Source: an optimization exercise on an open RTL-to-GDS flow (aim: small area and a short achievable clock period). Production flows keep margins and buffers that such runs may drop.
Where RTL was checked, it was by simulation tests only, not by an equivalence proof against the original.
The RTL of runs 1 and 2 was laid out without a check of its function.
No activity file was given, so power comes from the tool's default toggle rates.

==> flow/design.v <==
`timescale 1ns/1ps
`default_nettype none
package pio_pkg;
  typedef logic [31:0] word_t;
  typedef logic [15:0] instr_t;
  typedef logic [4:0]  pc_t;
  typedef logic [4:0]  pin_idx_t;
  typedef logic [15:0] div_t;
  localparam int FIFO_DEPTH = 4;
  localparam int FIFO_AW    = $clog2(FIFO_DEPTH);
  localparam int IMEM_DEPTH = 32;
  localparam logic [5:0] OSR_EMPTY = 6'd32;  
  typedef enum logic [2:0] {
    OP_JMP  = 3'd0,
    OP_WAIT = 3'd1,
    OP_IN   = 3'd2,
    OP_OUT  = 3'd3,
    OP_PULL = 3'd4,
    OP_MOV  = 3'd5,
    OP_IRQ  = 3'd6,
    OP_SET  = 3'd7
  } op_e;
  typedef struct packed {
    op_e        op;     
    logic [4:0] delay;  
    logic [2:0] op1;
    logic [4:0] op2;
  } decoded_t;
  typedef struct packed {
    div_t       div;
    pc_t        wrap_bottom;
    pc_t        wrap_top;
    pin_idx_t   out_base;
    logic [5:0] out_count;  
    pin_idx_t   set_base;
    logic [2:0] set_count;  
    pin_idx_t   jmp_pin;
    pin_idx_t   gpio_sel;
  } sm_cfg_t;
endpackage
`default_nettype wire
`timescale 1ns/1ps
`default_nettype none
module pio_clk_div (
  input  wire logic          clk,
  input  wire logic          rst_n,
  input  wire logic          en,
  input  wire pio_pkg::div_t div,
  output logic               tick
);
  pio_pkg::div_t m;
  logic          m_one;
  assign m_one = (m == 16'd1);
  always_ff @(posedge clk or negedge rst_n) begin
    if (!rst_n) begin
      m    <= 16'd1;
      tick <= 1'b0;
    end else if (!en) begin
      m    <= 16'd1;  
      tick <= 1'b0;
    end else if (m_one) begin
      tick <= 1'b1;
      m    <= {div[15:1], div[0] | (div[15:1] == 15'd0)};  
    end else begin
      tick <= 1'b0;
      m    <= m - 1'b1;
    end
  end
endmodule
`default_nettype wire
`timescale 1ns/1ps
`default_nettype none
module pio_instr_mem (
  input  wire logic            clk,
  input  wire logic            we,
  input  wire pio_pkg::pc_t    waddr,
  input  wire pio_pkg::instr_t wdata,
  input  wire pio_pkg::pc_t    raddr_t,
  input  wire pio_pkg::pc_t    raddr_s,
  input  wire logic            take,    
  output logic [14:0]          rdata,
  output logic [14:0]          wenc    
);
  logic [14:0] mem [pio_pkg::IMEM_DEPTH];
  logic [2:0]  op;
  logic [1:0]  cls;
  logic [4:0]  op2;
  assign op = wdata[15:13];
  always_comb begin
    case (op)
      3'd0:    begin cls = 2'd0; op2 = wdata[4:0]; end
      3'd3:    begin cls = 2'd1; op2 = wdata[4:0]; end
      3'd7:    begin cls = 2'd2; op2 = wdata[4:0]; end
      default: begin cls = 2'd3; op2 = {3'b0, op == 3'd4, op == 3'd1}; end
    endcase
  end
  assign wenc = {wdata[12:8], cls, wdata[7:5], op2};
  always_ff @(posedge clk) begin
    if (we) begin
      mem[waddr] <= wenc;
    end
  end
  always_comb begin
    rdata = '0;
    for (int w = 0; w < pio_pkg::IMEM_DEPTH; w++) begin
      if (take ? (raddr_t == w[4:0]) : (raddr_s == w[4:0])) rdata = rdata | mem[w];
    end
  end
endmodule
`default_nettype wire
`timescale 1ns/1ps
`default_nettype none
module pio_tx_fifo (
  input  wire logic           clk,
  input  wire logic           rst_n,
  input  wire logic           wr,
  input  wire pio_pkg::word_t wdata,
  input  wire logic           rd,
  output pio_pkg::word_t      rdata,
  output logic                empty,
  output logic                full
);
  pio_pkg::word_t mem [pio_pkg::FIFO_DEPTH];
  logic [2:0]     wr_ptr;  
  logic [2:0]     rd_ptr;
  logic           wr_ok;
  assign empty = (wr_ptr == rd_ptr);
  assign full  = (wr_ptr[1:0] == rd_ptr[1:0]) && (wr_ptr[2] != rd_ptr[2]);
  assign wr_ok = wr && !full;  
  always_ff @(posedge clk) begin
    if (wr_ok) begin
      mem[wr_ptr[1:0]] <= wdata;
    end
  end
  always_ff @(posedge clk or negedge rst_n) begin
    if (!rst_n) begin
      wr_ptr <= '0;
      rd_ptr <= '0;
    end else begin
      if (wr_ok) begin
        wr_ptr <= wr_ptr + 1'b1;
      end
      if (rd) begin  
        rd_ptr <= rd_ptr + 1'b1;
      end
    end
  end
  assign rdata = mem[rd_ptr[1:0]];  
endmodule
`default_nettype wire
`timescale 1ns/1ps
`default_nettype none
module pio_sm (
  input  wire logic             clk,
  input  wire logic             rst_n,
  input  wire logic             en,
  input  wire logic             tick,
  input  wire pio_pkg::sm_cfg_t cfg,
  input  wire logic [14:0]       imem_rd,     
  output logic                   fetch_take,  
  input  wire logic [14:0]       imem_wenc,   
  input  wire logic              prog_we,
  input  wire pio_pkg::pc_t      prog_addr,
  output pio_pkg::pc_t           fetch_t,     
  output pio_pkg::pc_t           fetch_s,     
  input  wire pio_pkg::word_t   gpio_in,
  input  wire pio_pkg::word_t   fifo_data,
  input  wire logic             fifo_empty,
  output logic                  fifo_rd,
  output pio_pkg::pc_t          pc,
  output pio_pkg::word_t        pins_out,
  output pio_pkg::word_t        pin_dirs
);
  logic [1:0]     cls;
  logic [4:0]     dly;
  logic [2:0]     op1;
  logic [4:0]     op2;
  pio_pkg::word_t x_q;
  pio_pkg::word_t y_q;
  pio_pkg::word_t osr;
  logic [5:0]     cnt;        
  logic [4:0]     delay_cnt;
  logic [14:0]    ir;         
  assign {dly, cls, op1, op2} = ir;
  logic is_jmp, is_wait, is_out, is_pull, is_set;
  assign is_jmp  = (cls == 2'd0);
  assign is_out  = (cls == 2'd1);
  assign is_set  = (cls == 2'd2);
  assign is_wait = (cls == 2'd3) && op2[0];
  assign is_pull = (cls == 2'd3) && op2[1];
  logic go;     
  logic stall;
  logic exec;
  assign go    = en && tick && (delay_cnt == 5'd0);
  assign stall = (is_wait && (gpio_in[cfg.gpio_sel] != op1[2])) ||
                 (is_pull && op1[2] && op1[0] && fifo_empty);
  assign exec  = go && !stall;
  logic wr_data, to_pins, to_dirs, to_x, to_y, to_pc;
  assign wr_data = is_out || is_set;
  assign to_pins = wr_data && (op1 == 3'd0);
  assign to_dirs = wr_data && (op1 == 3'd4);
  assign to_x    = wr_data && (op1 == 3'd1);
  assign to_y    = wr_data && (op1 == 3'd2);
  assign to_pc   = is_out && (op1 == 3'd5);
  logic [31:0] nmask;
  logic [31:0] out_val;
  always_comb begin
    for (int i = 0; i < 32; i++) nmask[i] = (op2 == 5'd0) || (i[4:0] < op2);
  end
  assign out_val = osr & nmask;
  logic [4:0]  base;
  logic [5:0]  kw;
  logic [31:0] v;
  logic [31:0] rot;
  assign base = is_set ? cfg.set_base : cfg.out_base;
  assign kw   = is_set ? {3'b0, cfg.set_count}
                       : (cfg.out_count[5] ? 6'd32 : cfg.out_count);
  assign v    = is_set ? {27'b0, op2} : out_val;
  assign rot  = ({v, v} << base) >> 32;
  logic [5:0]  ew;
  logic [31:0] ge_base;
  logic [31:0] lt_ew;
  logic [31:0] wmask;
  assign ew = {1'b0, base} + kw;
  always_comb begin
    for (int p = 0; p < 32; p++) begin
      ge_base[p] = (p[4:0] >= base);
      lt_ew[p]   = (p[4:0] < ew[4:0]);
    end
  end
  assign wmask = ew[5] ? (ge_base | lt_ew) : (ge_base & lt_ew);
  logic [31:0] val;
  assign val = is_set ? {27'b0, op2} : out_val;
  logic       jump;
  logic [4:0] pc_seq;
  logic [4:0] pc_nxt;
  always_comb begin
    case (op1)
      3'd0:    jump = 1'b1;
      3'd1:    jump = (x_q == '0);
      3'd2:    jump = (x_q != '0);
      3'd3:    jump = (y_q == '0);
      3'd4:    jump = (y_q != '0);
      3'd5:    jump = (x_q != y_q);
      3'd6:    jump = gpio_in[cfg.jmp_pin];
      default: jump = !cnt[5];
    endcase
  end
  assign pc_seq = (pc == cfg.wrap_top) ? cfg.wrap_bottom : pc + 1'b1;
  logic       take;
  logic [4:0] tgt;
  assign tgt    = to_pc ? val[4:0] : op2;
  assign take   = to_pc || (is_jmp && jump);
  assign pc_nxt = take ? tgt : pc_seq;
  logic pull_ld;
  assign pull_ld = is_pull && op1[2] && (!fifo_empty || !op1[0]);
  assign fifo_rd = go && is_pull && op1[2] && !fifo_empty;
  logic [6:0] cnt_sum;
  assign cnt_sum = {1'b0, cnt} + {1'b0, (op2 == 5'd0), op2};
  always_ff @(posedge clk or negedge rst_n) begin
    if (!rst_n) begin
      delay_cnt <= '0;
    end else if (en && tick) begin
      if (delay_cnt != 5'd0) begin
        delay_cnt <= delay_cnt - 1'b1;
      end else if (!stall) begin
        delay_cnt <= dly;
      end
    end
  end
  always_ff @(posedge clk or negedge rst_n) begin
    if (!rst_n) begin
      pc <= '0;
    end else if (exec) begin
      pc <= pc_nxt;
    end
  end
  logic fresh;
  always_ff @(posedge clk or negedge rst_n) begin
    if (!rst_n) begin
      fresh <= 1'b1;
    end else begin
      fresh <= 1'b0;
    end
  end
  assign fetch_t = tgt;
  assign fetch_s = fresh ? 5'd0 : pc_seq;
  assign fetch_take = take && !fresh;
  always_ff @(posedge clk) begin
    if (exec || fresh) begin
      ir <= (prog_we && prog_addr == (fetch_take ? fetch_t : fetch_s)) ? imem_wenc : imem_rd;
    end else if (prog_we && prog_addr == pc) begin
      ir <= imem_wenc;
    end
  end
  always_ff @(posedge clk or negedge rst_n) begin
    if (!rst_n) begin
      x_q <= '0;
    end else if (go && to_x) begin
      x_q <= val;
    end else if (go && is_jmp && op1 == 3'd2) begin
      x_q <= x_q - 1'b1;
    end
  end
  always_ff @(posedge clk or negedge rst_n) begin
    if (!rst_n) begin
      y_q <= '0;
    end else if (go && to_y) begin
      y_q <= val;
    end else if (go && is_jmp && op1 == 3'd4) begin
      y_q <= y_q - 1'b1;
    end
  end
  always_ff @(posedge clk or negedge rst_n) begin
    if (!rst_n) begin
      osr <= '0;
    end else if (go && pull_ld) begin
      osr <= fifo_empty ? x_q : fifo_data;
    end else if (go && is_out) begin
      osr <= (op2 == 5'd0) ? 32'd0 : (osr >> op2);
    end
  end
  always_ff @(posedge clk or negedge rst_n) begin
    if (!rst_n) begin
      cnt <= 6'd32;
    end else if (go && pull_ld) begin
      cnt <= '0;
    end else if (go && is_out) begin
      cnt <= cnt_sum[6] || (cnt_sum[5] && cnt_sum[4:0] != 5'd0) ? 6'd32 : cnt_sum[5:0];
    end
  end
  always_ff @(posedge clk or negedge rst_n) begin
    if (!rst_n) begin
      pins_out <= '0;
      pin_dirs <= '0;
    end else begin
      for (int p = 0; p < 32; p++) begin
        if (go && to_pins && wmask[p]) pins_out[p] <= rot[p];
        if (go && to_dirs && wmask[p]) pin_dirs[p] <= rot[p];
      end
    end
  end
endmodule
`default_nettype wire
`timescale 1ns/1ps
`default_nettype none
module pio_top (
  input  wire logic        clk,
  input  wire logic        rst_n,
  input  wire logic        en,
  input  wire logic [54:0] cfg,
  input  wire logic        prog_we,
  input  wire logic [4:0]  prog_addr,
  input  wire logic [15:0] prog_data,
  input  wire logic        tx_wr,
  input  wire logic [31:0] tx_data,
  output logic             tx_full,
  input  wire logic [31:0] gpio_in,
  output logic [31:0]      pins_out,
  output logic [31:0]      pin_dirs,
  output logic [4:0]       pc
);
  pio_pkg::sm_cfg_t cfg_s;
  assign cfg_s = cfg;
  logic            tick;
  logic [14:0]     imem_rd;
  logic            fetch_take;
  logic [14:0]     imem_wenc;
  pio_pkg::pc_t    fetch_t;
  pio_pkg::pc_t    fetch_s;
  pio_pkg::word_t  fifo_data;
  logic            fifo_empty;
  logic            fifo_rd;
  pio_clk_div u_div (
    .clk   (clk),
    .rst_n (rst_n),
    .en    (en),
    .div   (cfg_s.div),
    .tick  (tick)
  );
  pio_instr_mem u_imem (
    .clk   (clk),
    .we    (prog_we),
    .waddr (prog_addr),
    .wdata (prog_data),
    .raddr_t (fetch_t),
    .raddr_s (fetch_s),
    .take    (fetch_take),
    .rdata   (imem_rd),
    .wenc  (imem_wenc)
  );
  pio_tx_fifo u_fifo (
    .clk   (clk),
    .rst_n (rst_n),
    .wr    (tx_wr),
    .wdata (tx_data),
    .rd    (fifo_rd),
    .rdata (fifo_data),
    .empty (fifo_empty),
    .full  (tx_full)
  );
  pio_sm u_sm (
    .clk        (clk),
    .rst_n      (rst_n),
    .en         (en),
    .tick       (tick),
    .cfg        (cfg_s),
    .imem_rd    (imem_rd),
    .fetch_take (fetch_take),
    .imem_wenc  (imem_wenc),
    .prog_we    (prog_we),
    .prog_addr  (prog_addr),
    .fetch_t    (fetch_t),
    .fetch_s    (fetch_s),
    .gpio_in    (gpio_in),
    .fifo_data  (fifo_data),
    .fifo_empty (fifo_empty),
    .fifo_rd    (fifo_rd),
    .pc         (pc),
    .pins_out   (pins_out),
    .pin_dirs   (pin_dirs)
  );
endmodule
`default_nettype wire
==> flow/run.sh <==
#!/bin/bash
# synth_recipe.tcl (not shown) runs the flow's synth.tcl, then flattens the netlist and writes it again
# the make line also repeats each setting of config.mk as NAME=value (left out here)
make -C /OpenROAD-flow-scripts/flow DESIGN_CONFIG=/design/flow/config.mk WORK_HOME=/design/flow/orfs CLKGATE_MAP_FILE= SYNTH_SCRIPT=/design/flow/synth_recipe.tcl finish
==> flow/config.mk <==
export PLATFORM = sky130hd
export DESIGN_NAME = pio_top
export DESIGN_NICKNAME = pio_top
export VERILOG_FILES = /design/flow/design.v
export SDC_FILE = /design/flow/constraint.sdc
export NUM_CORES = 4
export LEC_CHECK = 0
export CAP_MARGIN = 20
export CORE_MARGIN = 2
export CORE_UTILIZATION = 40
export PLACE_DENSITY = 0.6
export SETUP_SLACK_MARGIN = 4.0
export SLEW_MARGIN = 20
==> flow/constraint.sdc <==
create_clock -name core_clock -period 8.0 [get_ports {clk}]
set_input_delay 1.6000 -clock core_clock [delete_from_list [all_inputs] [get_ports {clk}]]
set_output_delay 1.6000 -clock core_clock [all_outputs]
set_load 0.01 [all_outputs]
==> summary.txt, run 1 <==
Routing
  • Routed WL: 146.5 mm
  • Vias: 31512
  • WL/cell: 28.78 µm
  • Post-route DRC violation count: 0
  • Antenna viol nets, final: 0
  • Drt pass-1 iters: 8
  • DRT iter0 DRCs: 3937
  • Vias per inst: 6.190

Logic synthesis
  • Syn nets: 3461
  • Post-synthesis cell area: 40130 µm²
  • Mean Syn Cell Area: 12.21 µm²
  • Cell variety after synth: 96
  • Number of synthesized register bits: 823
  • Post-synthesis sequential area ratio: 59.11%
  • Synth top area share: 46.62%
  • Synth Flop Type: edfxtp_1
  • Yosys warnings: 4
  • Synth area leader: edfxtp_1
  • Synth area leaders: edfxtp_1, dfrtp_1, mux2i_1, nand2_1, mux4_2
  • Post-synth EDFFs: 623
  • Mapped Cells: 3286
  • Synth async-reset ratio: 24.30%

Finish
  • Fill cell count: 8410
  • Fin nets: 3893
  • Non-Filler Instances: 5091
  • # diodes: 0
  • Final Instance Area: 51310 µm²
  • Layout cell share with drive strength beyond 1: 25.47%
  • Area grow syn2layout: 27.88%

STA
  • Final min period: 4.961 ns
  • Max-slew violations: 0
  • Slew at the pin closest to its max-slew limit: 1.035 ns
  • Period utilisation layout: 62.01%
  • RSZ-0062 raised after global routing: yes
  • Final setup TNS: 0 ns
  • Setup ws final: 3.039 ns
  • Final setup viols: 0
  • Final Hold Fails: 0
  • Clock Skews: 0.06086 ns
  • Fmax: 201.6 MHz
  • Relative slew slack: 30.77%

Worst setup path
  • R2r setup slk: 3.06 ns
  • CP startpoint kind: input pin
  • Slowest CP cell: mux4_2
  • Crit Path Category: in2reg
  • WP buf/inv: 3
  • Worst EP required: 8.45 ns
  • Worst path max stage delay: 0.56 ns
  • Crit path capture: u_sm.ir[11]
  • Setup crit end kind: register
  • WP depth: 15
  • Critical path arrival: 5.41 ns
  • Crit Reg-Reg Startpoint: u_sm.x_q[14]
  • Critical path origin: cfg[5]
  • R2R depth: 16
  • Crit-path leading delay family: multiplexers
  • Critical path cell sequence: clkdlybuf4s15_2 -> mux4_2 -> mux2i_2 -> nor2_2 -> o21a_4 -> a221o_1 -> and2_4 -> nor2_4 -> buf_12 -> buf_8 -> mux2i_4 -> o22a_1 -> nand4_1 -> or4_1 -> mux2_4
  • R2r endpoint: u_sm.ir[12]
  • Crit-path max FO: 8

GRT
  • Initial antenna violation count: 4
  • First-pass GRT wire length: 209.2 mm
  • Vias in the first global route: 30119
  • Gr ovfl total: 0
  • Met2 Use GR: 43.41%
  • GR Layer Usage met1: 36.82%
  • GR Util All Layers: 27.58%
  • Largest net degree at the start of global routing: 116
  • GRT Max-Usage Layer: met2
  • Met3 usage: 5.437%

Clock network
  • Clock Sinks: 823
  • Num CTS Buffers: 89
  • CTS tree: yes
  • H-tree depth: 3
  • Clock buffer depth: 3
  • Clk root buf: clkbuf_16
  • Clock latency (worst-skew pair): 0.71 ns
  • Hold-fix buffers, CTS: 0
  • CTS clk-pin slew, worst paths: 0.06 ns

Placement
  • Final HPWL from detailed placement: 95.96 mm
  • DP Area: 44650 µm²
  • PortBufs: 214
  • Gpl congestion: 0.9758
  • Dpl cells: 4709
  • Pre-CTS WS: 0.9746 ns

Power and ir drop
  • Sw frac: 37.71%
  • Leakage: 19.09 nW
  • Clk network pwr share: 26.2%
  • Max rail drop VDD: 0.0002851 V
  • Power Internal: 10.42 mW
  • Logic pwr share: 42.2%
  • Design Power: 16.73 mW
  • Flop pwr share: 31.6%
  • NetSw: 6.308 mW
  • PD cells: 326.0 nW/µm²

Outcome
  • Run status: finished clean

Floorplan
  • I/O pin total: 215
  • Area of the die: 102900 µm²
  • # rows: 116
  • Die height: 320.7 µm
  • Core Region: 99710 µm²
  • Initial core utilization: 40.24%
  • Die width: 320.7 µm

Min path
  • Worst min-delay path class: reg2reg

Job
  • Max cap viols: 0
[power by group through the flow]
stage / clock network, mW / registers [mW] / logic, mW
global route: 4.60 / 5.31 / 7.39
detailed placement: 0 / 5.36 / 5.11
global placement: 0 / 5.35 / 5.09
CTS: 4.43 / 5.26 / 6.25
finish: 4.38 / 5.28 / 7.06
floorplan: 0 / 5.21 / 3.57
[placed cells by master (no fill, tap or decap), types with 26 or more instances in the layout]
| master | instances |
|---|---|
| edfxtp_1 | 623 |
| nand2_1 | 399 |
| buf_4 | 253 |
| dfrtp_1 | 188 |
| mux2i_1 | 171 |
| clkdlybuf4s50_1 | 168 |
| nor2_1 | 140 |
| a21oi_1 | 128 |
| o21ai_0 | 127 |
| clkbuf_16 | 92 |
| a22oi_1 | 63 |
| xnor2_1 | 58 |
| nand3_1 | 58 |
| mux4_2 | 56 |
| mux2_2 | 46 |
| nand4_1 | 44 |
| nor2_2 | 42 |
| nor3_1 | 41 |
| o211ai_1 | 39 |
| inv_1 | 33 |
| a31oi_1 | 30 |
| buf_6 | 30 |
| mux2_4 | 28 |
| buf_12 | 26 |
[cell usage after synthesis (all sizes together), types with 20 or more instances]
library cell,number
a211oi,22
nor4,23
mux4,56
a22oi,76
inv,40
xnor2,65
maj3,24
ha,28
xor2,28
clkbuf,157
or4,22
and3,42
nor3,56
mux2i,194
o21ai,157
dfrtp,197
nand3,66
mux2,74
nand4,44
o211ai,39
edfxtp,623
nor2,197
a22o,26
a21oi,138
a31oi,35
o221ai,20
a221oi,42
and2,35
buf,49
nand2,422
o22ai,21
[sequential cells by signal, summed over array words and instances (netlist names), 3 cells and up]
register        cells
u_imem.mem        480
u_sm.pin_dirs      32
u_sm.pins_out      32
u_sm.cnt            6
u_fifo.mem        128
u_fifo.wr_ptr       3
u_sm.pc             5
u_div.m            16
u_sm.x_q           32
u_sm.osr           32
u_sm.ir            15
u_sm.y_q           32
u_fifo.rd_ptr       3
u_sm.delay_cnt      5
[through the flow]
| step | hold slack, ns | utilization [%] |
|---|---|---|
| global placement | 0.4735 | 44.77 |
| detailed placement | 0.4800 | 44.78 |
| global route | 0.5089 | 51.46 |
| floorplan | 0.4538 | - |
| CTS | 0.4899 | 50.15 |
| finish | 0.4864 | 51.46 |
[how the worst min path moves through the flow]
stage | start | to | slack [ns] | depth (start not counted)
5_1_grt | u_sm.delay_cnt[4] | u_sm.delay_cnt[4] | 0.51 | 2
4_1_cts | u_fifo.wr_ptr[2] | u_fifo.wr_ptr[2] | 0.49 | 1
2_1_floorplan | u_sm.delay_cnt[4] | u_sm.delay_cnt[4] | 0.45 | 2
6_report | u_fifo.wr_ptr[2] | u_fifo.wr_ptr[2] | 0.49 | 1
3_3_place_gp | u_sm.cnt[2] | u_sm.cnt[2] | 0.47 | 2
3_5_place_dp | u_sm.delay_cnt[4] | u_sm.delay_cnt[4] | 0.48 | 2
[cell type report]
cell class	instances	area [µm²]	area share, %
Tap cell	1298	1624	3.165
Timing Repair Buffer	538	5218	10.17
Multi-Input combinational cell	2222	17420	33.96
Inverter	44	190.2	0.3706
Clock inverter	64	823.3	1.604
Sequential cell	823	23730	46.24
Clock buffer	102	2306	4.494
[repair_timing]
action                                  in CTS  in global routing
endpoints found under the hold margin        0                  0
resized for setup                          279                155
pin swaps                                   65                 59
endpoints found under the setup margin     111                 94
buffers inserted                           132                 69
gates cloned                                10                  5
[routing by layer]
layer	part of all wire, %	vias up
met5	0.025	-
met4	5.3	8
met3	10	431
met2	46	1960
met1	39	15565
li1	-	13548
[worst reg2reg max path, cell delays in order (launching register included)]
cell	delay [ns]
dfrtp_2	0.44
or4_4	0.55
or4_4	0.48
nor4_4	0.47
mux2i_4	0.36
and3_4	0.28
buf_12	0.12
a211oi_4	0.06
buf_12	0.15
buf_8	0.13
buf_6	0.12
and2_4	0.19
and3_4	0.22
a222oi_1	0.39
buf_4	0.22
nand4_1	0.24
o31a_1	0.32
[cells by family (layout without fill, tap and decap cells)]
logic type	count (synthesis)	after routing	synth area share (%)
DFF	823	823	59.11
other	1	1	0.009346
AOI/OAI and AO/OA	740	742	12.80
adders and majority gates	54	54	1.572
xor gates and xnor gates	93	94	2.030
buffers and inverters	250	748	2.573
and+or+nand+nor	1001	1007	11.82
muxes	324	324	10.09
==> run 2: changes to the inputs <==
--- a/flow/design.v
+++ b/flow/design.v
@@ -177,6 +177,9 @@
   logic [4:0]     op2;
   pio_pkg::word_t x_q;
   pio_pkg::word_t y_q;
+  logic           x_zero;     
+  logic           y_zero;     
+  logic           x_ne_y;     
   pio_pkg::word_t osr;
   logic [5:0]     cnt;        
   logic [4:0]     delay_cnt;
@@ -237,11 +240,11 @@
   always_comb begin
     case (op1)
       3'd0:    jump = 1'b1;
-      3'd1:    jump = (x_q == '0);
-      3'd2:    jump = (x_q != '0);
-      3'd3:    jump = (y_q == '0);
-      3'd4:    jump = (y_q != '0);
-      3'd5:    jump = (x_q != y_q);
+      3'd1:    jump = x_zero;
+      3'd2:    jump = !x_zero;
+      3'd3:    jump = y_zero;
+      3'd4:    jump = !y_zero;
+      3'd5:    jump = x_ne_y;
       3'd6:    jump = gpio_in[cfg.jmp_pin];
       default: jump = !cnt[5];
     endcase
@@ -293,22 +296,29 @@
       ir <= imem_wenc;
     end
   end
-  always_ff @(posedge clk or negedge rst_n) begin
-    if (!rst_n) begin
-      x_q <= '0;
-    end else if (go && to_x) begin
-      x_q <= val;
-    end else if (go && is_jmp && op1 == 3'd2) begin
-      x_q <= x_q - 1'b1;
-    end
+  pio_pkg::word_t x_nxt;
+  pio_pkg::word_t y_nxt;
+  always_comb begin
+    x_nxt = x_q;
+    if (go && to_x) x_nxt = val;
+    else if (go && is_jmp && op1 == 3'd2) x_nxt = x_q - 1'b1;
+    y_nxt = y_q;
+    if (go && to_y) y_nxt = val;
+    else if (go && is_jmp && op1 == 3'd4) y_nxt = y_q - 1'b1;
   end
   always_ff @(posedge clk or negedge rst_n) begin
     if (!rst_n) begin
-      y_q <= '0;
-    end else if (go && to_y) begin
-      y_q <= val;
-    end else if (go && is_jmp && op1 == 3'd4) begin
-      y_q <= y_q - 1'b1;
+      x_q    <= '0;
+      y_q    <= '0;
+      x_zero <= 1'b1;
+      y_zero <= 1'b1;
+      x_ne_y <= 1'b0;
+    end else begin
+      x_q    <= x_nxt;
+      y_q    <= y_nxt;
+      x_zero <= (x_nxt == '0);
+      y_zero <= (y_nxt == '0);
+      x_ne_y <= (x_nxt != y_nxt);
     end
   end
   always_ff @(posedge clk or negedge rst_n) begin
==> summary.txt, run 2 <==
Floorplan
  • Initial core utilization: 40.38% (+0.14 points)
  • Core Region: 100100 µm² (+0.44%)
  • I/O pin total: 215 (unchanged)
  • Area of the die: 103700 µm² (+0.77%)
  • Die width: 322.0 µm (+0.39%)
  • # rows: 116 (unchanged)
  • Die height: 322.0 µm (+0.39%)

Logic synthesis
  • Top-count cell post-synth: edfxtp_1
  • Post-synth EDFFs: 623 (unchanged)
  • Synth top area share: 46.26% (-0.36 points)
  • Commonest cells in the netlist: edfxtp_1, nand2_1, nor2_1
  • Post-synthesis cell area: 40440 µm² (+0.79%)
  • Synth area leaders: edfxtp_1, dfrtp_1, mux4_2, nand2_1, mux2i_1
  • Number of synthesized register bits: 826 (+0.36%)
  • Mapped Cells: 3358 (+2.2%)
  • Cell variety after synth: 97 (+1.0%)
  • Synth area leader: edfxtp_1
  • Synth Flop Type: edfxtp_1
  • Syn nets: 3531 (+2.0%)
  • Post-synthesis sequential area ratio: 58.84% (-0.27 points)
  • Synth async-reset ratio: 24.58% (+0.27 points)
  • Yosys warnings: 4 (unchanged)
  • Mean Syn Cell Area: 12.04 µm² (-1.4%)

Power and ir drop
  • Sw frac: 32.71% (-5.0 points)
  • Leakage: 18.71 nW (-2.0%)
  • Max rail drop VDD: 0.0001541 V (-46%)
  • Logic pwr share: 29.5% (-13 points)
  • PD cells: 260.5 nW/µm² (-20%)
  • Power Internal: 8.926 mW (-14%)
  • NetSw: 4.338 mW (-31%)
  • Clk network pwr share: 31.7% (+5.5 points)
  • Flop pwr share: 38.8% (+7.2 points)

STA
  • Max-slew violations: 0 (unchanged)
  • RSZ-0062 raised after global routing: yes
  • Period utilisation layout: 59.31% (-2.7 points)
  • Slew at the pin closest to its max-slew limit: 0.9838 ns (-0.05163 ns)
  • Clock Skews: 0.04450 ns (-0.01636 ns)
  • Final setup viols: 0 (unchanged)
  • Final min period: 4.745 ns (-0.2161 ns)
  • Final hold slack: 0.4906 ns (+0.004129 ns)
  • Final setup TNS: 0 ns (unchanged)
  • Setup ws final: 3.255 ns (+0.2161 ns)
  • Final Hold Fails: 0 (unchanged)
  • Relative slew slack: 33.12% (+2.4 points)
  • Fmax: 210.7 MHz (+4.6%)

Finish
  • Util after Layout: 50.84% (-0.62 points)
  • Reg area: 23800 µm² (+0.28%)
  • Largest register FFs: 480 (unchanged)
  • Commonest non-fill, non-tap cells in the layout: edfxtp_1, nand2_1, buf_4
  • Fill cell count: 8598 (+2.2%)
  • Layout cell share with drive strength beyond 1: 23.54% (-1.9 points)
  • Multi-input combinational cell area: 17320 µm² (-0.62%)
  • Fin nets: 3929 (+0.92%)
  • Area grow syn2layout: 25.91%
  • Largest regs: u_imem.mem (480), u_fifo.mem (128)
  • Final Instance Area: 50920 µm² (-0.77%)
  • Most flops, register: u_imem.mem
  • Commonest non-fill, non-tap cell in the layout: edfxtp_1

Routing
  • Post-route DRC violation count: 0 (unchanged)
  • Routed WL: 145.8 mm (-0.52%)
  • WL/cell: 28.43 µm (-1.2%)
  • DRT iter0 DRCs: 4754 (+21%)
  • Vias: 32239 (+2.3%)
  • Routed wl met3: 16.24 mm (+6.7%)
  • Antenna viol nets, final: 0 (unchanged)
  • Highest Signal Layer: met5
  • Metal2 WL: 64.77 mm (-2.9%)
  • Met1 wire length: 57.92 mm (+2.1%)
  • Drt pass-1 iters: 12 (+4)
  • Vias per inst: 6.288 (+1.6%)

GRT
  • Gr ovfl total: 0 (unchanged)
  • Vias in the first global route: 30512 (+1.3%)
  • GR Util All Layers: 27.24% (-0.35 points)
  • Initial antenna violation count: 6 (+2)
  • Largest net degree at the start of global routing: 96 (-17%)
  • First-pass GRT wire length: 208.8 mm (-0.18%)

Outcome
  • Run status: finished clean

Clock network
  • Clock buffer depth: 3 (unchanged)
  • CTS clk-pin slew, worst paths: 0.06 ns (about the same)
  • H-tree depth: 3 (unchanged)
  • Clock latency (worst-skew pair): 0.67 ns (-0.04 ns)
  • Hold-fix buffers, CTS: 0 (unchanged)
  • Clock Sinks: 826 (+0.36%)
  • CTS tree: yes
  • Num CTS Buffers: 86 (-3.4%)
  • Clk root buf: clkbuf_16

Worst setup path
  • Setup crit end kind: register
  • Critical path cell sequence: buf_16 -> mux2i_1 -> mux4_2 -> a22oi_4 -> buf_12 -> and3_4 -> buf_12 -> nor4b_4 -> buf_6 -> or2_4 -> buf_12 -> buf_6 -> a222oi_1 -> a21oi_1 -> a2111oi_4 -> nand4_1 -> mux2_4
  • Worst EP required: 8.43 ns (-0.02 ns)
  • CP startpoint kind: input pin
  • Critical path arrival: 5.17 ns (-0.24 ns)
  • R2r setup slk: 3.28 ns (+0.22 ns)
  • Most frequent CP cell: buf_12
  • Worst path max stage delay: 0.51 ns (-0.05 ns)
  • Slowest CP cell: mux4_2
  • Crit Path Category: in2reg
  • Crit-path max FO: 8 (unchanged)

Job
  • Max cap viols: 0 (unchanged)

Placement
  • PortBufs: 214 (unchanged)
  • Final HPWL from detailed placement: 92.03 mm (-4.1%)
  • DP Area: 44810 µm² (+0.35%)
  • Gpl congestion: 0.9309 (-4.6%)
  • Pre-CTS WS: 1.154 ns (+0.1792 ns)

Min path
  • Worst min-delay path class: reg2reg
[run 2: worst paths after layout]
path	from	endpoint	cells past startpoint
max	cfg[6]	u_sm.ir[0]	17
min	u_fifo.wr_ptr[2]	u_fifo.wr_ptr[2]	1
max reg2reg	u_sm.ir[6]	u_sm.ir[0]	13
min reg2reg	u_fifo.wr_ptr[2]	u_fifo.wr_ptr[2]	1
max in group asynchronous	rst_n	u_fifo.rd_ptr[0]	2
min in group asynchronous	rst_n	u_sm.pins_out[2]	1
[run 2: power groups by stage]
stage               clock [mW]  combinational [mW]  sequential (mW)
global placement             0                3.13             5.22
global route              4.43                4.13             5.16
detailed placement           0                3.16             5.23
floorplan                    0                2.16             5.15
finish                    4.21                3.91             5.14
CTS                       4.26                3.64             5.13
[run 2: metrics by stage]
stage	cells	total power [mW]
detailed placement	4779	8.389
CTS	5072	13.03
global placement	4779	8.358
finish	5127	13.26
global route	5126	13.72
floorplan	3358	7.302
[run 2: worst max-delay path, delay by kind of cell]
family                 cells  cell delay (ns)
multiplexers               3             0.92
AO/OA/AOI/OAI              4             1.12
AND/OR/NAND/NOR            4             0.68
buffers and inverters      6             0.82
[run 2: repair_timing]
item | in CTS | in global routing
gates resized for setup | 336 | 146
hold endpoints to repair | 0 | 0
setup buffers | 110 | 50
gates cloned | 23 | 4
pin swaps | 66 | 67
setup endpoints to repair | 109 | 99
[run 2: cells by family (layout without fill, tap and decap cells)]
kind of cell | after synthesis | in the layout | share of synthesized area [%]
xor gates and xnor gates | 146 | 147 | 3.162
adders and majority gates | 51 | 51 | 1.473
DFF | 826 | 826 | 58.84
buffers and inverters | 271 | 728 | 2.648
other | 1 | 2 | 0.009273
AOI/OAI and AO/OA | 872 | 872 | 14.44
muxes | 255 | 257 | 8.378
and+or+nand+nor | 936 | 946 | 11.06
[run 2: layout make-up]
class	instances	share of cell area [%]
inverter	63	0.5799
timing repair inverter	4	0.07617
clock buffer	110	4.625
multi-input combinational	2274	34.01
tap	1298	3.190
timing repair buffer	501	9.576
antenna	1	0.004914
clock inverter	50	1.211
sequential	826	46.73
[run 2: routing by layer]
metal,vias to the layer above,global-route usage [%]
met4,12,11.07
met5,-,0
met2,2092,42.05
met3,422,5.948
li1,13773,-
met1,15940,37.28
==> run 3: changes to the inputs <==
--- a/flow/design.v
+++ b/flow/design.v
@@ -77,8 +77,8 @@
   input  wire pio_pkg::instr_t wdata,
   input  wire pio_pkg::pc_t    raddr_t,
   input  wire pio_pkg::pc_t    raddr_s,
-  input  wire logic            take,    
-  output logic [14:0]          rdata,
+  output logic [14:0]          rdata_t,
+  output logic [14:0]          rdata_s,
   output logic [14:0]          wenc    
 );
   logic [14:0] mem [pio_pkg::IMEM_DEPTH];
@@ -100,12 +100,8 @@
       mem[waddr] <= wenc;
     end
   end
-  always_comb begin
-    rdata = '0;
-    for (int w = 0; w < pio_pkg::IMEM_DEPTH; w++) begin
-      if (take ? (raddr_t == w[4:0]) : (raddr_s == w[4:0])) rdata = rdata | mem[w];
-    end
-  end
+  assign rdata_t = mem[raddr_t];
+  assign rdata_s = mem[raddr_s];
 endmodule
 `default_nettype wire
 `timescale 1ns/1ps
@@ -156,8 +152,8 @@
   input  wire logic             en,
   input  wire logic             tick,
   input  wire pio_pkg::sm_cfg_t cfg,
-  input  wire logic [14:0]       imem_rd,     
-  output logic                   fetch_take,  
+  input  wire logic [14:0]       imem_rd_t,   
+  input  wire logic [14:0]       imem_rd_s,   
   input  wire logic [14:0]       imem_wenc,   
   input  wire logic              prog_we,
   input  wire pio_pkg::pc_t      prog_addr,
@@ -177,9 +173,6 @@
   logic [4:0]     op2;
   pio_pkg::word_t x_q;
   pio_pkg::word_t y_q;
-  logic           x_zero;     
-  logic           y_zero;     
-  logic           x_ne_y;     
   pio_pkg::word_t osr;
   logic [5:0]     cnt;        
   logic [4:0]     delay_cnt;
@@ -240,11 +233,11 @@
   always_comb begin
     case (op1)
       3'd0:    jump = 1'b1;
-      3'd1:    jump = x_zero;
-      3'd2:    jump = !x_zero;
-      3'd3:    jump = y_zero;
-      3'd4:    jump = !y_zero;
-      3'd5:    jump = x_ne_y;
+      3'd1:    jump = (x_q == '0);
+      3'd2:    jump = (x_q != '0);
+      3'd3:    jump = (y_q == '0);
+      3'd4:    jump = (y_q != '0);
+      3'd5:    jump = (x_q != y_q);
       3'd6:    jump = gpio_in[cfg.jmp_pin];
       default: jump = !cnt[5];
     endcase
@@ -288,37 +281,33 @@
   end
   assign fetch_t = tgt;
   assign fetch_s = fresh ? 5'd0 : pc_seq;
-  assign fetch_take = take && !fresh;
+  logic [14:0] ir_t;
+  logic [14:0] ir_s;
+  assign ir_t = (prog_we && prog_addr == fetch_t) ? imem_wenc : imem_rd_t;
+  assign ir_s = (prog_we && prog_addr == fetch_s) ? imem_wenc : imem_rd_s;
   always_ff @(posedge clk) begin
     if (exec || fresh) begin
-      ir <= (prog_we && prog_addr == (fetch_take ? fetch_t : fetch_s)) ? imem_wenc : imem_rd;
+      ir <= (take && !fresh) ? ir_t : ir_s;
     end else if (prog_we && prog_addr == pc) begin
       ir <= imem_wenc;
     end
   end
-  pio_pkg::word_t x_nxt;
-  pio_pkg::word_t y_nxt;
-  always_comb begin
-    x_nxt = x_q;
-    if (go && to_x) x_nxt = val;
-    else if (go && is_jmp && op1 == 3'd2) x_nxt = x_q - 1'b1;
-    y_nxt = y_q;
-    if (go && to_y) y_nxt = val;
-    else if (go && is_jmp && op1 == 3'd4) y_nxt = y_q - 1'b1;
+  always_ff @(posedge clk or negedge rst_n) begin
+    if (!rst_n) begin
+      x_q <= '0;
+    end else if (go && to_x) begin
+      x_q <= val;
+    end else if (go && is_jmp && op1 == 3'd2) begin
+      x_q <= x_q - 1'b1;
+    end
   end
   always_ff @(posedge clk or negedge rst_n) begin
     if (!rst_n) begin
-      x_q    <= '0;
-      y_q    <= '0;
-      x_zero <= 1'b1;
-      y_zero <= 1'b1;
-      x_ne_y <= 1'b0;
-    end else begin
-      x_q    <= x_nxt;
-      y_q    <= y_nxt;
-      x_zero <= (x_nxt == '0);
-      y_zero <= (y_nxt == '0);
-      x_ne_y <= (x_nxt != y_nxt);
+      y_q <= '0;
+    end else if (go && to_y) begin
+      y_q <= val;
+    end else if (go && is_jmp && op1 == 3'd4) begin
+      y_q <= y_q - 1'b1;
     end
   end
   always_ff @(posedge clk or negedge rst_n) begin
@@ -373,8 +362,8 @@
   pio_pkg::sm_cfg_t cfg_s;
   assign cfg_s = cfg;
   logic            tick;
-  logic [14:0]     imem_rd;
-  logic            fetch_take;
+  logic [14:0]     imem_rd_t;
+  logic [14:0]     imem_rd_s;
   logic [14:0]     imem_wenc;
   pio_pkg::pc_t    fetch_t;
   pio_pkg::pc_t    fetch_s;
@@ -395,8 +384,8 @@
     .wdata (prog_data),
     .raddr_t (fetch_t),
     .raddr_s (fetch_s),
-    .take    (fetch_take),
-    .rdata   (imem_rd),
+    .rdata_t (imem_rd_t),
+    .rdata_s (imem_rd_s),
     .wenc  (imem_wenc)
   );
   pio_tx_fifo u_fifo (
@@ -415,8 +404,8 @@
     .en         (en),
     .tick       (tick),
     .cfg        (cfg_s),
-    .imem_rd    (imem_rd),
-    .fetch_take (fetch_take),
+    .imem_rd_t  (imem_rd_t),
+    .imem_rd_s  (imem_rd_s),
     .imem_wenc  (imem_wenc),
     .prog_we    (prog_we),
     .prog_addr  (prog_addr),
--- a/flow/config.mk
+++ b/flow/config.mk
@@ -7,7 +7,8 @@
 export LEC_CHECK = 0
 export CAP_MARGIN = 20
 export CORE_MARGIN = 2
-export CORE_UTILIZATION = 40
-export PLACE_DENSITY = 0.6
+export CORE_UTILIZATION = 50
+export PLACE_DENSITY = 0.65
 export SETUP_SLACK_MARGIN = 4.0
 export SLEW_MARGIN = 20
+export TNS_END_PERCENT = 5
==> summary.txt, run 3 <==
Placement
  • Gpl congestion: 0.9645 (+3.6%)
  • PortBufs: 214 (unchanged)
  • Final HPWL from detailed placement: 104.8 mm (+14%)
  • DP Area: 49420 µm² (+10%)

Clock network
  • Clock latency (worst-skew pair): 0.70 ns (+0.03 ns)
  • Hold-fix buffers, CTS: 0 (unchanged)
  • Clock Sinks: 823 (-0.36%)
  • Clock buffer depth: 3 (unchanged)
  • H-tree depth: 3 (unchanged)
  • Num CTS Buffers: 90 (+4.7%)
  • Clk root buf: clkbuf_16
  • CTS clk-pin slew, worst paths: 0.06 ns (about the same)
  • CTS tree: yes

STA
  • Clock Skews: 0.03925 ns (-0.005252 ns)
  • RSZ-0062 raised after global routing: yes
  • Final Hold Fails: 0 (unchanged)
  • Period utilisation layout: 52.08% (-7.2 points)
  • Final min period: 4.166 ns (-0.5786 ns)
  • Max-slew violations: 0 (unchanged)
  • Fmax: 240.0 MHz (+14%)
  • Final setup TNS: 0 ns (unchanged)
  • Slew at the pin closest to its max-slew limit: 1.111 ns (+0.1269 ns)
  • Final setup viols: 0 (unchanged)
  • Relative slew slack: 25.68% (-7.4 points)

Floorplan
  • # rows: 110 (-5.2%)
  • Die width: 306.5 µm (-4.8%)
  • Core Region: 90290 µm² (-9.8%)
  • Die height: 306.5 µm (-4.8%)
  • Area of the die: 93950 µm² (-9.4%)
  • Initial core utilization: 50.68% (+10 points)
  • I/O pin total: 215 (unchanged)

GRT
  • Vias in the first global route: 36588 (+20%)
  • Largest net degree at the start of global routing: 138 (+44%)
  • Met2 Use GR: 53.71% (+12 points)
  • Gr ovfl total: 0 (unchanged)
  • Met3 usage: 10.55% (+4.6 points)
  • GRT Max-Usage Layer: met2
  • Initial antenna violation count: 5 (-1)
  • First-pass GRT wire length: 249.5 mm (+19%)
  • GR Util All Layers: 36.20% (+9.0 points)
  • GR Layer Usage met1: 48.58% (+11 points)

Worst setup path
  • Most frequent CP cell: nor2_4
  • WP depth: 13 (-4)
  • Critical path cell sequence: dlygate4sd2_1 -> xor2_2 -> nor2_4 -> a21oi_1 -> buf_6 -> buf_4 -> nor2_4 -> buf_8 -> mux2i_4 -> o32ai_1 -> a2111o_1 -> o211ai_1 -> o211ai_2
  • Crit-path max FO: 7 (-1)
  • R2r setup slk: 3.90 ns (+0.62 ns)
  • Crit Reg-Reg Startpoint: u_sm.ir[4]
  • Crit Path Category: in2reg
  • WP buf/inv: 4 (-2)
  • Worst EP required: 8.43 ns (about the same)
  • R2R depth: 12 (-1)
  • Slowest CP cell: a2111o_1
  • Setup crit end kind: register
  • CP startpoint kind: input pin
  • Crit-path leading delay family: compound AO/OA/AOI/OAI gates
  • Critical path arrival: 4.60 ns (-0.57 ns)
  • R2r endpoint: u_sm.ir[11]
  • Worst path max stage delay: 0.41 ns (-0.10 ns)

Finish
  • Commonest non-fill, non-tap cell in the layout: edfxtp_1
  • Largest regs: u_imem.mem (480), u_fifo.mem (128)
  • Commonest non-fill, non-tap cells in the layout: edfxtp_1, nand2_1, nor2_1
  • Largest register FFs: 480 (unchanged)
  • Most flops, register: u_imem.mem
  • Fill cell count: 7105 (-17%)
  • Final Instance Area: 55180 µm² (+8.4%)
  • Fin nets: 4352 (+11%)
  • Area grow syn2layout: 20.60%
  • # diodes: 0 (-1)
  • Layout cell share with drive strength beyond 1: 20.93% (-2.6 points)

Logic synthesis
  • Mapped Cells: 3938 (+17%)
  • Post-synthesis cell area: 45760 µm² (+13%)
  • Commonest cells in the netlist: edfxtp_1, nand2_1, nor2_1
  • Number of synthesized register bits: 823 (-0.36%)
  • Post-synth EDFFs: 623 (unchanged)
  • Synth async-reset ratio: 24.30% (-0.27 points)
  • Synth area leaders: edfxtp_1, dfrtp_1, mux4_2, mux2i_1, nand2_1
  • Post-synthesis sequential area ratio: 51.83% (-7.0 points)
  • Top-count cell post-synth: edfxtp_1
  • Synth Flop Type: edfxtp_1
  • Syn nets: 4113 (+16%)
  • Mean Syn Cell Area: 11.62 µm² (-3.5%)
  • Synth top area share: 40.89% (-5.4 points)
  • Cell variety after synth: 102 (+5.2%)
  • Yosys warnings: 4 (unchanged)
  • Synth area leader: edfxtp_1

Power and ir drop
  • Leakage: 19.81 nW (+5.9%)
  • Max rail drop VDD: 0.0002172 V (+41%)
  • PD cells: 337.9 nW/µm² (+30%)
  • Design Power: 18.64 mW (+41%)

Outcome
  • Run status: finished clean

Routing
  • Post-route DRC violation count: 0 (unchanged)
  • DRT iter0 DRCs: 5575 (+17%)
  • Vias per inst: 7.051 (+12%)
  • Routed WL: 172.7 mm (+19%)
  • Antenna viol nets, final: 0 (unchanged)
  • WL/cell: 31.82 µm (+12%)
  • Vias: 38280 (+19%)
  • Drt pass-1 iters: 8 (-4)

Min path
  • Hold Path Stages: 1 (unchanged)
  • Worst min-delay path class: reg2reg
  • Min-delay src: u_fifo.wr_ptr[2]
  • WHS Endpoint: u_fifo.wr_ptr[2]

Job
  • Max cap viols: 0 (unchanged)
==> run 3: cell types whose count changed after synthesis, moves of 43 or more <==
cell      delta
a22oi_1     -43
clkbuf_1    +51
nand3_1     +83
nor3_1      +63
o211ai_1    +49
mux2i_1     +70
buf_2       +45
nand2_1     +51
mux4_2     +120
o21ai_0     -56
==> run 3: metrics by stage <==
stage / hold WS (ns) / std cells / worst slack, ns / utilization [%]
after CTS: 0.4953 / 5416 / 3.879 / 60.91
after floorplan: 0.4490 / 3938 / 3.382 / -
after global routing: 0.5194 / 5429 / 3.770 / 61.12
after global placement: 0.4725 / 5130 / 2.025 / 54.74
final: 0.4993 / 5429 / 3.834 / 61.12
after detailed placement: 0.4860 / 5130 / 1.970 / 54.74
==> run 3: final cells by class <==
type | instances | area (µm²) | share of cell area (%)
clock buffers | 115 | 2490 | 4.512
flip-flops and latches | 823 | 23720 | 42.98
well taps | 1176 | 1471 | 2.666
inverters | 48 | 230.2 | 0.4172
repair inverters | 2 | 10.01 | 0.01814
repair buffers | 448 | 4897 | 8.874
clock inverters | 53 | 615.6 | 1.116
multi-input cells | 2764 | 21750 | 39.41
==> run 3: routing by layer <==
layer / vias up / share of wire, % / wire [µm]
li1: 15883 / - / -
met1: 18774 / 37 / 64560
met2: 2926 / 43 / 74850
met3: 687 / 13 / 22790
met4: 10 / 6.1 / 10480
met5: - / 0.040 / 69
==> run 3: report_power, final <==
| group | switching, mW | internal (mW) | total, mW |
|---|---|---|---|
| Clock | 1.82 | 2.52 | 4.34 |
| Sequential | 0.346 | 4.98 | 5.33 |
| Combinational | 5.45 | 3.53 | 8.98 |
==> run 3: how the worst max path moves through the flow <==
stage                     startpoint          endpoint
final                        cfg[30]       u_sm.ir[10]
after global routing      u_sm.ir[0]        u_sm.ir[3]
after CTS                    cfg[10]  u_sm.pins_out[1]
after detailed placement      cfg[6]        u_sm.ir[0]
after global placement        cfg[6]        u_sm.ir[0]
after floorplan               cfg[6]       u_sm.ir[11]
==> run 3: what timing repair did <==
action / in CTS / in global routing
buffers inserted: 85 / 11
endpoints found under the setup margin: 131 / 99
gates resized for setup: 338 / 15
pin swaps: 47 / 10
gates cloned: 33 / 1
==> run 3: logic make-up after synthesis <==
family          after synthesis  share of synthesized area, %
simple gates               1220                         12.78
compound gates              927                         13.87
flops                       823                         51.83
mux                         450                         14.97
buf+inv                     359                         3.172
xor+xnor                    100                         1.914
fa+ha+maj                    58                         1.449
other cells                   1                      0.008196
==> run 4: changes to the inputs <==
--- a/flow/config.mk
+++ b/flow/config.mk
@@ -7,8 +7,7 @@
 export LEC_CHECK = 0
 export CAP_MARGIN = 20
 export CORE_MARGIN = 2
-export CORE_UTILIZATION = 50
-export PLACE_DENSITY = 0.65
+export CORE_UTILIZATION = 40
+export PLACE_DENSITY = 0.6
 export SETUP_SLACK_MARGIN = 4.0
 export SLEW_MARGIN = 20
-export TNS_END_PERCENT = 5
==> summary.txt, run 4 <==
STA
  • RSZ-0062 raised after global routing: yes
  • Relative slew slack: 25.50% (-0.17 points)
  • Final hold slack: 0.4874 ns (-0.01189 ns)
  • Max-slew violations: 0 (unchanged)
  • Clock Skews: 0.08230 ns (+0.04305 ns)
  • Period utilisation layout: 50.40% (-1.7 points)
  • Final min period: 4.032 ns (-0.1346 ns)
  • Slew at the pin closest to its max-slew limit: 1.115 ns (+0.004080 ns)
  • Final setup viols: 0 (unchanged)
  • Fmax: 248.0 MHz (+3.3%)
  • Final setup TNS: 0 ns (unchanged)
  • Final Hold Fails: 0 (unchanged)

Logic synthesis
  • Post-synthesis cell area: 45760 µm² (unchanged)
  • Post-Synth Adder-Cell Area: 1.449% (unchanged)
  • Synth top area share: 40.89% (unchanged)
  • Synth Flop Type: edfxtp_1
  • Mux contribution to synthesized area: 14.97% (unchanged)
  • Synth area leaders: edfxtp_1, dfrtp_1, mux4_2, mux2i_1, nand2_1
  • Largest family of logic cells by synthesized area: multiplexers
  • Cell variety after synth: 102 (unchanged)
  • Top-count cell post-synth: edfxtp_1
  • Syn nets: 4113 (unchanged)
  • Compound-gate portion of the synthesized area: 13.87% (unchanged)
  • Synth async-reset ratio: 24.30% (unchanged)
  • Synth area leader: edfxtp_1
  • Post-synth EDFFs: 623 (unchanged)
  • Number of synthesized register bits: 823 (unchanged)
  • Yosys warnings: 4 (unchanged)
  • Post-Synth Simple-Gate Area: 12.78% (unchanged)
  • Mapped Cells: 3938 (unchanged)
  • Commonest cells in the netlist: edfxtp_1, nand2_1, nor2_1
  • XOR/XNOR Fraction of Synth Area: 1.914% (unchanged)
  • Post-synthesis sequential area ratio: 51.83% (unchanged)
  • Mean Syn Cell Area: 11.62 µm² (unchanged)

Outcome
  • Run status: finished clean

Clock network
  • CTS tree: yes
  • Clock latency (worst-skew pair): 0.72 ns (+0.02 ns)
  • Hold-fix buffers, CTS: 0 (unchanged)
  • H-tree depth: 3 (unchanged)
  • CTS clk-pin slew, worst paths: 0.06 ns (about the same)
  • Num CTS Buffers: 91 (+1.1%)
  • Clk root buf: clkbuf_16
  • Clock Sinks: 823 (unchanged)
  • Clock buffer depth: 3 (unchanged)

GRT
  • GR Util All Layers: 29.92% (-6.3 points)
  • Initial antenna violation count: 4 (-1)
  • Largest net degree at the start of global routing: 107 (-22%)
  • Vias in the first global route: 36743 (+0.42%)
  • First-pass GRT wire length: 256.1 mm (+2.7%)
  • Gr ovfl total: 0 (unchanged)

Worst setup path
  • Crit-path max FO: 8 (+1)
  • Setup crit end kind: register
  • Critical path arrival: 4.41 ns (-0.19 ns)
  • R2R depth: 9 (-3)
  • Worst EP required: 8.38 ns (-0.05 ns)
  • R2r setup slk: 4.04 ns (+0.14 ns)
  • CP startpoint kind: input pin
  • Crit Path Category: in2reg

Power and ir drop
  • Leakage: 20.29 nW (+2.4%)
  • PD cells: 338.0 nW/µm² (about the same)
  • Max rail drop VDD: 0.0002569 V (+18%)

Min path
  • Worst min-delay path class: reg2reg
  • Hold Path Stages: 1 (unchanged)

Placement
  • PortBufs: 214 (unchanged)
  • Final HPWL from detailed placement: 108.1 mm (+3.1%)
  • Gpl congestion: 0.9709 (+0.66%)

Floorplan
  • Core Region: 113900 µm² (+26%)
  • Die height: 342.2 µm (+12%)
  • Area of the die: 117100 µm² (+25%)
  • Initial core utilization: 40.18% (-10 points)
  • # rows: 124 (+13%)
  • Die width: 342.2 µm (+12%)
  • I/O pin total: 215 (unchanged)

Routing
  • Post-route DRC violation count: 0 (unchanged)
  • DRT iter0 DRCs: 5617 (+0.75%)
  • Vias per inst: 6.630 (-6.0%)
  • Routed WL: 181.4 mm (+5.0%)
  • Drt pass-1 iters: 9 (+1)
  • Vias: 38612 (+0.87%)
  • Antenna viol nets, final: 0 (unchanged)
  • WL/cell: 31.15 µm (-2.1%)

Job
  • Max cap viols: 0 (unchanged)

Finish
  • Commonest non-fill, non-tap cell in the layout: edfxtp_1
  • Largest regs: u_imem.mem (480), u_fifo.mem (128)
  • Area grow syn2layout: 23.56%
  • Largest register FFs: 480 (unchanged)
  • Most flops, register: u_imem.mem
  • Commonest non-fill, non-tap cells in the layout: edfxtp_1, nand2_1, nor2_1
  • Layout cell share with drive strength beyond 1: 23.66% (+2.7 points)
  • Fin nets: 4404 (+1.2%)
-- run 4: layout make-up --
cell class              count  area, µm²
diodes                      6      15.01
clock buffers             115       2470
clock inverters            55      626.9
fillers                 10005      57340
inverters                  48      237.7
multi-input cells        2762      22230
flip-flops and latches    823      23720
well taps                1512       1892
repair buffers            500       5315
repair inverters            3      27.53
-- run 4: kinds of logic (layout without fill, tap and decap cells) --
group                      after synthesis  count (layout)
buffers and inverters                  359             721
AOI/OAI and AO/OA                      927             929
adders and majority gates               58              58
other                                    1               7
muxes                                  450             450
DFF                                    823             823
xor gates and xnor gates               100             101
and+or+nand+nor                       1220            1223
-- run 4: what timing repair did --
action | in CTS | in global routing
resized for setup | 329 | 121
buffers inserted | 105 | 47
cloned | 33 | 2
endpoints found under the setup margin | 102 | 100
pin swaps | 57 | 51
-- run 4: power breakdown --
group	internal (mW)	switching [mW]	leakage [nW]	total, mW
Combinational	3.67	5.72	10.5	9.40
Sequential	4.98	0.364	8.27	5.35
Clock	2.53	1.84	1.51	4.36
Total	11.2	7.93	20.3	19.1
-- run 4: final timing paths --
path | to | start
hold / removal | u_fifo.wr_ptr[2] | u_fifo.wr_ptr[2]
min in group asynchronous | u_div.m[3] | rst_n
max in group asynchronous | u_fifo.rd_ptr[0] | rst_n
hold reg to reg | u_fifo.wr_ptr[2] | u_fifo.wr_ptr[2]
setup / recovery | u_imem.mem[29][3] | prog_addr[1]
setup reg to reg | u_sm.pins_out[12] | u_sm.ir[3]
-- run 4: metrics by stage --
step | total power, mW | instance area [µm²] | util (%) | worst slack, ns | std cells
2_1_floorplan | 10.29 | 46240 | - | 3.382 | 3938
3_3_place_gp | 12.62 | 50040 | 43.94 | 1.796 | 5461
3_5_place_dp | 12.68 | 50050 | 43.95 | 1.693 | 5461
4_1_cts | 18.45 | 55630 | 48.85 | 3.943 | 5769
5_1_grt | 19.66 | 56530 | 49.64 | 3.936 | 5820
6_report | 19.11 | 56540 | 49.65 | 3.968 | 5824
-- run 4: metal layers --
layer  up-vias  routed length, µm  global-route usage (%)
li1      16031                  -                       -
met1     19189              67730                   39.38
met2      2801              78880                   44.58
met3       591              24530                   9.387
met4         0              10290                   14.91
met5         -                  0                       0
-- run 4: critical path, cell delays in order --
cell and delay [ns]:
clkdlybuf4s50_1 0.66, inv_1 0.37, nand3_1 0.58, nor2_2 0.81, buf_4 0.37
==> run 5: changes to the inputs <==
--- a/flow/config.mk
+++ b/flow/config.mk
@@ -8,6 +8,8 @@
 export CAP_MARGIN = 20
 export CORE_MARGIN = 2
 export CORE_UTILIZATION = 40
+export CTS_CLUSTER_DIAMETER = 100
+export CTS_CLUSTER_SIZE = 30
 export PLACE_DENSITY = 0.6
 export SETUP_SLACK_MARGIN = 4.0
 export SLEW_MARGIN = 20
==> summary.txt, run 5 <==
Logic synthesis
  • Mean Syn Cell Area: 11.62 µm² (unchanged)
  • Post-synth EDFFs: 623 (unchanged)
  • Synth area leader: edfxtp_1
  • Cell variety after synth: 102 (unchanged)
  • Top-count cell post-synth: edfxtp_1
  • Synth Flop Type: edfxtp_1
  • Post-synthesis sequential area ratio: 51.83% (unchanged)
  • Synth async-reset ratio: 24.30% (unchanged)
  • Number of synthesized register bits: 823 (unchanged)
  • Commonest cells in the netlist: edfxtp_1, nand2_1, nor2_1
  • Post-synthesis cell area: 45760 µm² (unchanged)
  • Synth area leaders: edfxtp_1, dfrtp_1, mux4_2, mux2i_1, nand2_1
  • Synth top area share: 40.89% (unchanged)
  • Yosys warnings: 4 (unchanged)
  • Mapped Cells: 3938 (unchanged)
  • Syn nets: 4113 (unchanged)

Routing
  • Routed WL: 178.0 mm (-1.9%)
  • DRT iter0 DRCs: 5776 (+2.8%)
  • Drt pass-1 iters: 8 (-1)
  • Antenna viol nets, final: 0 (unchanged)
  • Vias: 38134 (-1.2%)
  • WL/cell: 31.17 µm (about the same)
  • Vias per inst: 6.678 (+0.73%)
  • Post-route DRC violation count: 0 (unchanged)

Worst setup path
  • CP startpoint kind: register
  • Crit Path Category: reg2reg
  • Worst EP required: 8.44 ns (+0.06 ns)
  • Setup crit end kind: register
  • Crit Reg-Reg Startpoint: u_sm.ir[3]
  • Critical path arrival: 4.49 ns (+0.08 ns)
  • Critical path origin: u_sm.ir[3]
  • Crit-path max FO: 62 (+54)
  • R2R depth: 12 (+3)

STA
  • Setup ws final: 3.954 ns (-0.01452 ns)
  • Final min period: 4.046 ns (+0.01452 ns)
  • Final Hold Fails: 0 (unchanged)
  • RSZ-0062 raised after global routing: yes
  • Final setup TNS: 0 ns (unchanged)
  • Period utilisation layout: 50.58% (+0.18 points)
  • Max-slew violations: 0 (unchanged)
  • Fmax: 247.1 MHz (-0.36%)
  • Clock Skews: 0.07634 ns (-0.005957 ns)
  • Relative slew slack: 25.74% (+0.24 points)
  • Slew at the pin closest to its max-slew limit: 1.111 ns (-0.003554 ns)
  • Final setup viols: 0 (unchanged)

Placement
  • DP Area: 50050 µm² (unchanged)
  • PortBufs: 214 (unchanged)
  • Final HPWL from detailed placement: 108.1 mm (unchanged)
  • Gpl congestion: 0.9709 (unchanged)
  • Pre-CTS WS: 1.693 ns (unchanged)

Power and ir drop
  • NetSw: 7.514 mW (-5.2%)
  • Flop pwr share: 31.2% (+3.2 points)
  • Leakage: 19.37 nW (-4.5%)
  • Design Power: 17.10 mW (-10%)
  • Power Internal: 9.590 mW (-14%)
  • Sw frac: 43.93% (+2.4 points)
  • Max rail drop VDD: 0.0002527 V (-1.6%)
  • Clk network pwr share: 14.6% (-8.2 points)
  • PD cells: 313.4 nW/µm² (-7.3%)
  • Logic pwr share: 54.2% (+5.0 points)

GRT
  • Vias in the first global route: 35774 (-2.6%)
  • Initial antenna violation count: 3 (-1)
  • Largest net degree at the start of global routing: 107 (unchanged)
  • GR Util All Layers: 29.05% (-0.87 points)
  • First-pass GRT wire length: 250.4 mm (-2.3%)
  • Gr ovfl total: 0 (unchanged)

Floorplan
  • Core Region: 113900 µm² (unchanged)
  • Die width: 342.2 µm (unchanged)
  • # rows: 124 (unchanged)
  • Area of the die: 117100 µm² (unchanged)
  • Initial core utilization: 40.18% (unchanged)
  • I/O pin total: 215 (unchanged)
  • Die height: 342.2 µm (unchanged)

Clock network
  • Clock latency (worst-skew pair): 0.71 ns (about the same)
  • Clock Sinks: 823 (unchanged)
  • Clk root buf: clkbuf_16
  • CTS tree: yes
  • H-tree depth: 2 (-1)
  • Num CTS Buffers: 38 (-58%)
  • CTS clk-pin slew, worst paths: 0.12 ns (+0.06 ns)
  • Clock buffer depth: 3 (unchanged)

Min path
  • Min-delay src: u_fifo.wr_ptr[2]
  • Hold Path Stages: 1 (unchanged)
  • Worst min-delay path class: reg2reg

Job
  • Max cap viols: 0 (unchanged)

Finish
  • Area grow syn2layout: 19.29%
  • Fin nets: 4349 (-1.2%)
  • Final Instance Area: 54580 µm² (-3.5%)
  • Multi-input combinational cell area: 22210 µm² (about the same)
  • Largest regs: u_imem.mem (480), u_fifo.mem (128)
  • Most flops, register: u_imem.mem
  • Largest register FFs: 480 (unchanged)
  • Commonest non-fill, non-tap cells in the layout: edfxtp_1, nand2_1, nor2_1
  • Layout cell share with drive strength beyond 1: 22.26% (-1.4 points)
  • Fill cell count: 10198 (+1.9%)
  • Util after Layout: 47.93% (-1.7 points)
  • Reg area: 23720 µm² (unchanged)
  • Commonest non-fill, non-tap cell in the layout: edfxtp_1

Outcome
  • Run status: finished clean
## run 5: power by group through the flow
stage	sequential [mW]	combinational, mW	clock [mW]
3_3_place_gp	5.43	7.19	0
4_1_cts	5.32	8.49	2.53
3_5_place_dp	5.43	7.25	0
6_report	5.34	9.26	2.50
2_1_floorplan	5.24	5.05	0
5_1_grt	5.36	9.62	2.66
## run 5: through the flow
step                std cells  hold slack (ns)
floorplan                3938           0.4490
global placement         5461           0.4727
detailed placement       5461           0.4759
CTS                      5639           0.4946
global route             5710           0.5105
finish                   5710           0.4937
## run 5: area by class of cell
class	instances	share of cell area [%]
sequential	823	43.46
multi-input combinational	2763	40.70
timing repair buffer	497	9.575
tap	1512	3.466
clock buffer	41	1.763
clock inverter	21	0.5410
inverter	48	0.4356
timing repair inverter	3	0.05043
antenna	2	0.009170
## run 5: worst paths after layout
check	slack [ns]	endpoint
setup / recovery	3.95	u_sm.ir[10]
hold / removal	0.49	u_fifo.wr_ptr[2]
setup reg to reg	3.95	u_sm.ir[10]
hold reg to reg	0.49	u_fifo.wr_ptr[2]
max in group asynchronous	5.50	u_fifo.rd_ptr[0]
min in group asynchronous	0.94	u_div.m[7]
## run 5: cell families (layout without fill, tap and decap cells)
logic type               count (synthesis)  after routing  synth area share, %
AO/OA/AOI/OAI                          927            928                13.87
adder cells (fa/ha/maj)                 58             58                1.449
XOR/XNOR                               100            103                1.914
flip-flops                             823            823                51.83
multiplexers                           450            450                14.97
AND/OR/NAND/NOR                       1220           1223                12.78
buffers and inverters                  359            610                3.172
other                                    1              3             0.008196
## run 5: per-layer routing
| metal | GRT usage [%] | vias up | share of wire, % |
|---|---|---|---|
| met2 | 44.16 | 2732 | 44 |
| met1 | 39.42 | 19035 | 38 |
| li1 | - | 15839 | - |
| met3 | 6.985 | 528 | 13 |
| met5 | 0 | - | 0 |
| met4 | 13.12 | 0 | 5.6 |
## run 5: critical path: stages (launching register included)
cell      delay (ns)
edfxtp_1        0.57
buf_4           0.32
or3_1           0.42
o21ai_1         0.41
nor2_1          0.15
a21oi_4         0.17
buf_12          0.37
nor2_4          0.04
buf_4           0.37
a22oi_1         0.39
nand4_1         0.23
o211ai_1        0.20
o211ai_2        0.10
## run 5: what timing repair did
action / in CTS / in global routing
endpoints found under the setup margin: 102 / 102
buffers inserted: 88 / 62
cloned: 28 / 7
pin swaps: 51 / 58
hold buffers: 0 / 0
resized for setup: 306 / 134

-- port drivers added, routing unchanged --
In the flow no input, the clock included, has a driving cell. The finished layouts below were timed again as built, in two steps.
Step 1, drivers: a clkbuf_16 drives clk and a buf_2 each remaining input, both assumed.
Step 2 moves the port delays by t, midway between the first and last clock arrival at a register: inputs arrive t later, outputs are due t later. That takes back most of the time a late clock gives input paths.
Slacks: ideal / step 1 / step 2; pairs: ideal / step 1.
run | t (ns) | slack for setup (ns) | hold slack, ns | latest minus earliest clock arrival (ns)
run 1 | 0.744 | 3.039 / 3.059 / 2.335 | 0.486 / 0.486 / 0.486 | 0.063 / 0.063
run 2 | 0.715 | 3.255 / 3.196 / 2.481 | 0.491 / 0.491 / 0.491 | 0.048 / 0.048
run 3 | 0.748 | 3.834 / 3.881 / 3.134 | 0.499 / 0.499 / 0.499 | 0.040 / 0.041
run 4 | 0.740 | 3.968 / 3.952 / 3.212 | 0.487 / 0.487 / 0.487 | 0.085 / 0.086
run 5 | 0.732 | 3.954 / 3.920 / 3.188 | 0.494 / 0.494 / 0.494 | 0.078 / 0.078
After both steps every run listed still meets setup and hold. The setup slack of run 2, which loses most, moves by -0.059 ns with the drivers and by -0.774 ns with both steps.
